What follows belongs to an exercise in optimizing a design on an open flow for small area and a short achievable clock period; a production flow would make more cautious choices. Where RTL was checked, it was by simulation tests only, not by an equivalence proof against the original.

==> module lockin_chan, before the edit <==
module lockin_chan (
  input  wire                               alg_clk,
  input  wire [8-1:0]          mul_one,      
  input  wire [8-1:0]          mul_two,      
  input  wire [8-1:0]          mul_neg,      
  input  wire                               mix_clear,
  input  wire [16-1:0]          wave,         
  output logic [40-1:0]          sum           
);
  logic [16-1:0] mul_wave;
  logic                      mul_clear;
  logic [65-1:0]   st;
  logic [65-1:0]   nxt;
  logic [40-1:0]  res;
  always_ff @(posedge alg_clk)
  begin
    mul_wave  <= wave;
    mul_clear <= mix_clear;
  end
  lockin_mac u_mac (
    .one     (mul_one),
    .two     (mul_two),
    .neg     (mul_neg),
    .s       (mul_wave),
    .st_in   (mul_clear ? '0 : st),
    .st_out  (nxt)
  );
  lockin_resolve u_res (.st(st), .sum(res));
  always_ff @(posedge alg_clk)
  begin
    st  <= nxt;
    sum <= res;            
  end
endmodule
==> module frame_accum, before the edit <==
module frame_accum (
  input  wire                               alg_clk,
  input  wire                               alg_rst_n,
  input  wire [16-1:0]        mix_sample,
  input  wire                               mix_clear,
  input  wire                               mix_end,
  input  wire [16-1:0]          wave_sine,    
  input  wire [16-1:0]          wave_cosine,
  output logic [40-1:0]          i_sum,        
  output logic [40-1:0]          q_sum,        
  output logic                              sum_valid     
);
  logic                      mul_end;
  logic [8-1:0] enc_one;
  logic [8-1:0] enc_two;
  logic [8-1:0] enc_neg;
  logic [8-1:0] mul_one;      
  logic [8-1:0] mul_two;      
  logic [8-1:0] mul_neg;      
  logic [16:0] ext;           
  assign ext = {mix_sample, 1'b0};
  always_comb
  begin
    for (int d = 0; d < 8; d++)
    begin
      enc_one[d] = ext[2*d+1] ^ ext[2*d];
      enc_two[d] = (ext[2*d+2] & ~ext[2*d+1] & ~ext[2*d]) |
                   (~ext[2*d+2] & ext[2*d+1] & ext[2*d]);
      enc_neg[d] = ext[2*d+2] & ~(ext[2*d+1] & ext[2*d]);
    end
  end
  always_ff @(posedge alg_clk)
  begin
    mul_one <= enc_one;
    mul_two <= enc_two;
    mul_neg <= enc_neg;
  end
  lockin_chan u_chan_i (
    .alg_clk    (alg_clk),
    .mul_one    (mul_one),
    .mul_two    (mul_two),
    .mul_neg    (mul_neg),
    .mix_clear  (mix_clear),
    .wave       (wave_sine),
    .sum        (i_sum)
  );
  lockin_chan u_chan_q (
    .alg_clk    (alg_clk),
    .mul_one    (mul_one),
    .mul_two    (mul_two),
    .mul_neg    (mul_neg),
    .mix_clear  (mix_clear),
    .wave       (wave_cosine),
    .sum        (q_sum)
  );
  always_ff @(posedge alg_clk or negedge alg_rst_n)
  begin
    if (!alg_rst_n)
    begin
      mul_end   <= 1'b0;
      sum_valid <= 1'b0;
    end
    else
    begin
      mul_end   <= mix_end;
      sum_valid <= mul_end;
    end
  end
endmodule
Settings: LEC_CHECK=0, ABC_CLOCK_PERIOD_IN_PS=3500, CAP_MARGIN=20, CORE_MARGIN=2, CORE_UTILIZATION=65, SETUP_SLACK_MARGIN=3.6, SLEW_MARGIN=20, SYNTH_HIERARCHICAL=1; clock period 7.0 ns.
standard.sh (not shown) runs the stock make flow with config.mk's settings and CLKGATE_MAP_FILE= SYNTH_SCRIPT=/design/flow/synth_recipe.tcl, a recipe that flattens the netlist after the stock synthesis.
==> flow/flow/run.sh <==
#!/bin/bash
# The standard layout, with the port buffers made from the smallest buffer
# cell instead of the default choice.  Everything else is the standard flow's own flow.
set -e
cp standard.sh standard_copy.log
export BUFFER_PORTS_ARGS="-buffer_cell sky130_fd_sc_hd__buf_1"
bash standard.sh > standard.log 2>&1
The starting point produced a clean layout.
Next try:
--- a/flow/design.v
+++ b/flow/design.v
@@ -876,26 +876,45 @@
   assign co = a & b;
 endmodule
 `timescale 1ns/10ps
 `default_nettype none
 module lockin_chan (
   input  wire                               alg_clk,
-  input  wire [8-1:0]          mul_one,      
-  input  wire [8-1:0]          mul_two,      
-  input  wire [8-1:0]          mul_neg,      
+  input  wire [16-1:0]        mix_sample,
   input  wire                               mix_clear,
   input  wire [16-1:0]          wave,         
   output logic [40-1:0]          sum           
 );
+  logic [8-1:0] enc_one;
+  logic [8-1:0] enc_two;
+  logic [8-1:0] enc_neg;
+  logic [8-1:0] mul_one;      
+  logic [8-1:0] mul_two;      
+  logic [8-1:0] mul_neg;      
   logic [16-1:0] mul_wave;
   logic                      mul_clear;
   logic [65-1:0]   st;
   logic [65-1:0]   nxt;
   logic [40-1:0]  res;
+  logic [16:0] ext;           
+  assign ext = {mix_sample, 1'b0};
+  always_comb
+  begin
+    for (int d = 0; d < 8; d++)
+    begin
+      enc_one[d] = ext[2*d+1] ^ ext[2*d];
+      enc_two[d] = (ext[2*d+2] & ~ext[2*d+1] & ~ext[2*d]) |
+                   (~ext[2*d+2] & ext[2*d+1] & ext[2*d]);
+      enc_neg[d] = ext[2*d+2] & ~(ext[2*d+1] & ext[2*d]);
+    end
+  end
   always_ff @(posedge alg_clk)
   begin
+    mul_one   <= enc_one;
+    mul_two   <= enc_two;
+    mul_neg   <= enc_neg;
     mul_wave  <= wave;
     mul_clear <= mix_clear;
   end
   lockin_mac u_mac (
     .one     (mul_one),
     .two     (mul_two),
@@ -920,51 +939,23 @@
   input  wire [16-1:0]          wave_sine,    
   input  wire [16-1:0]          wave_cosine,
   output logic [40-1:0]          i_sum,        
   output logic [40-1:0]          q_sum,        
   output logic                              sum_valid     
 );
-  logic                      mul_end;
-  logic [8-1:0] enc_one;
-  logic [8-1:0] enc_two;
-  logic [8-1:0] enc_neg;
-  logic [8-1:0] mul_one;      
-  logic [8-1:0] mul_two;      
-  logic [8-1:0] mul_neg;      
-  logic [16:0] ext;           
-  assign ext = {mix_sample, 1'b0};
-  always_comb
-  begin
-    for (int d = 0; d < 8; d++)
-    begin
-      enc_one[d] = ext[2*d+1] ^ ext[2*d];
-      enc_two[d] = (ext[2*d+2] & ~ext[2*d+1] & ~ext[2*d]) |
-                   (~ext[2*d+2] & ext[2*d+1] & ext[2*d]);
-      enc_neg[d] = ext[2*d+2] & ~(ext[2*d+1] & ext[2*d]);
-    end
-  end
-  always_ff @(posedge alg_clk)
-  begin
-    mul_one <= enc_one;
-    mul_two <= enc_two;
-    mul_neg <= enc_neg;
-  end
+  logic mul_end;
   lockin_chan u_chan_i (
     .alg_clk    (alg_clk),
-    .mul_one    (mul_one),
-    .mul_two    (mul_two),
-    .mul_neg    (mul_neg),
+    .mix_sample (mix_sample),
     .mix_clear  (mix_clear),
     .wave       (wave_sine),
     .sum        (i_sum)
   );
   lockin_chan u_chan_q (
     .alg_clk    (alg_clk),
-    .mul_one    (mul_one),
-    .mul_two    (mul_two),
-    .mul_neg    (mul_neg),
+    .mix_sample (mix_sample),
     .mix_clear  (mix_clear),
     .wave       (wave_cosine),
     .sum        (q_sum)
   );
   always_ff @(posedge alg_clk or negedge alg_rst_n)
   begin
Result: Synthesized cell count climbs by 2.7%. Final area climbs by 0.50%. Via count drops by 0.86%. Count of clock-buffer cells in the layout drops by 1. Routed wire length drops by 7.2%. Final cell count climbs by 1.3%. Maximum frequency climbs by 0.91%.
Only the layout flow was run in the first run of this note; the RTL was not checked for function there.

[afterwards: timing with drivers on the ports]
The results above use ideal ports. As a check the final layouts listed here were re-extracted and re-timed, cells and wires unchanged. Step 1, drivers: a clkbuf_16 drives alg_clk and a buf_2 each remaining input, both assumed. Step 2 times the ports against the registers' clock, not the clock port: input delays grow and output delays shrink by t, the midpoint of the rising clock arrivals with the driver on. Three values: ideal, step 1, step 2; two values: the first two.
| run | t, ns | setup slack, ns | worst setup path at the end | slew at the worst register clock pin (ns) |
|---|---|---|---|---|
| the first run | 0.601 | 3.646 / 3.635 / 3.635 | input to output | 0.06 / 0.06 |
| the second run | 0.601 | 3.676 / 3.653 / 3.653 | input to output | 0.06 / 0.06 |
After both steps setup and hold are still met in every run listed. For the second run, which loses most, drivers alone change the setup slack by -0.023 ns; drivers and shift together by -0.023 ns.
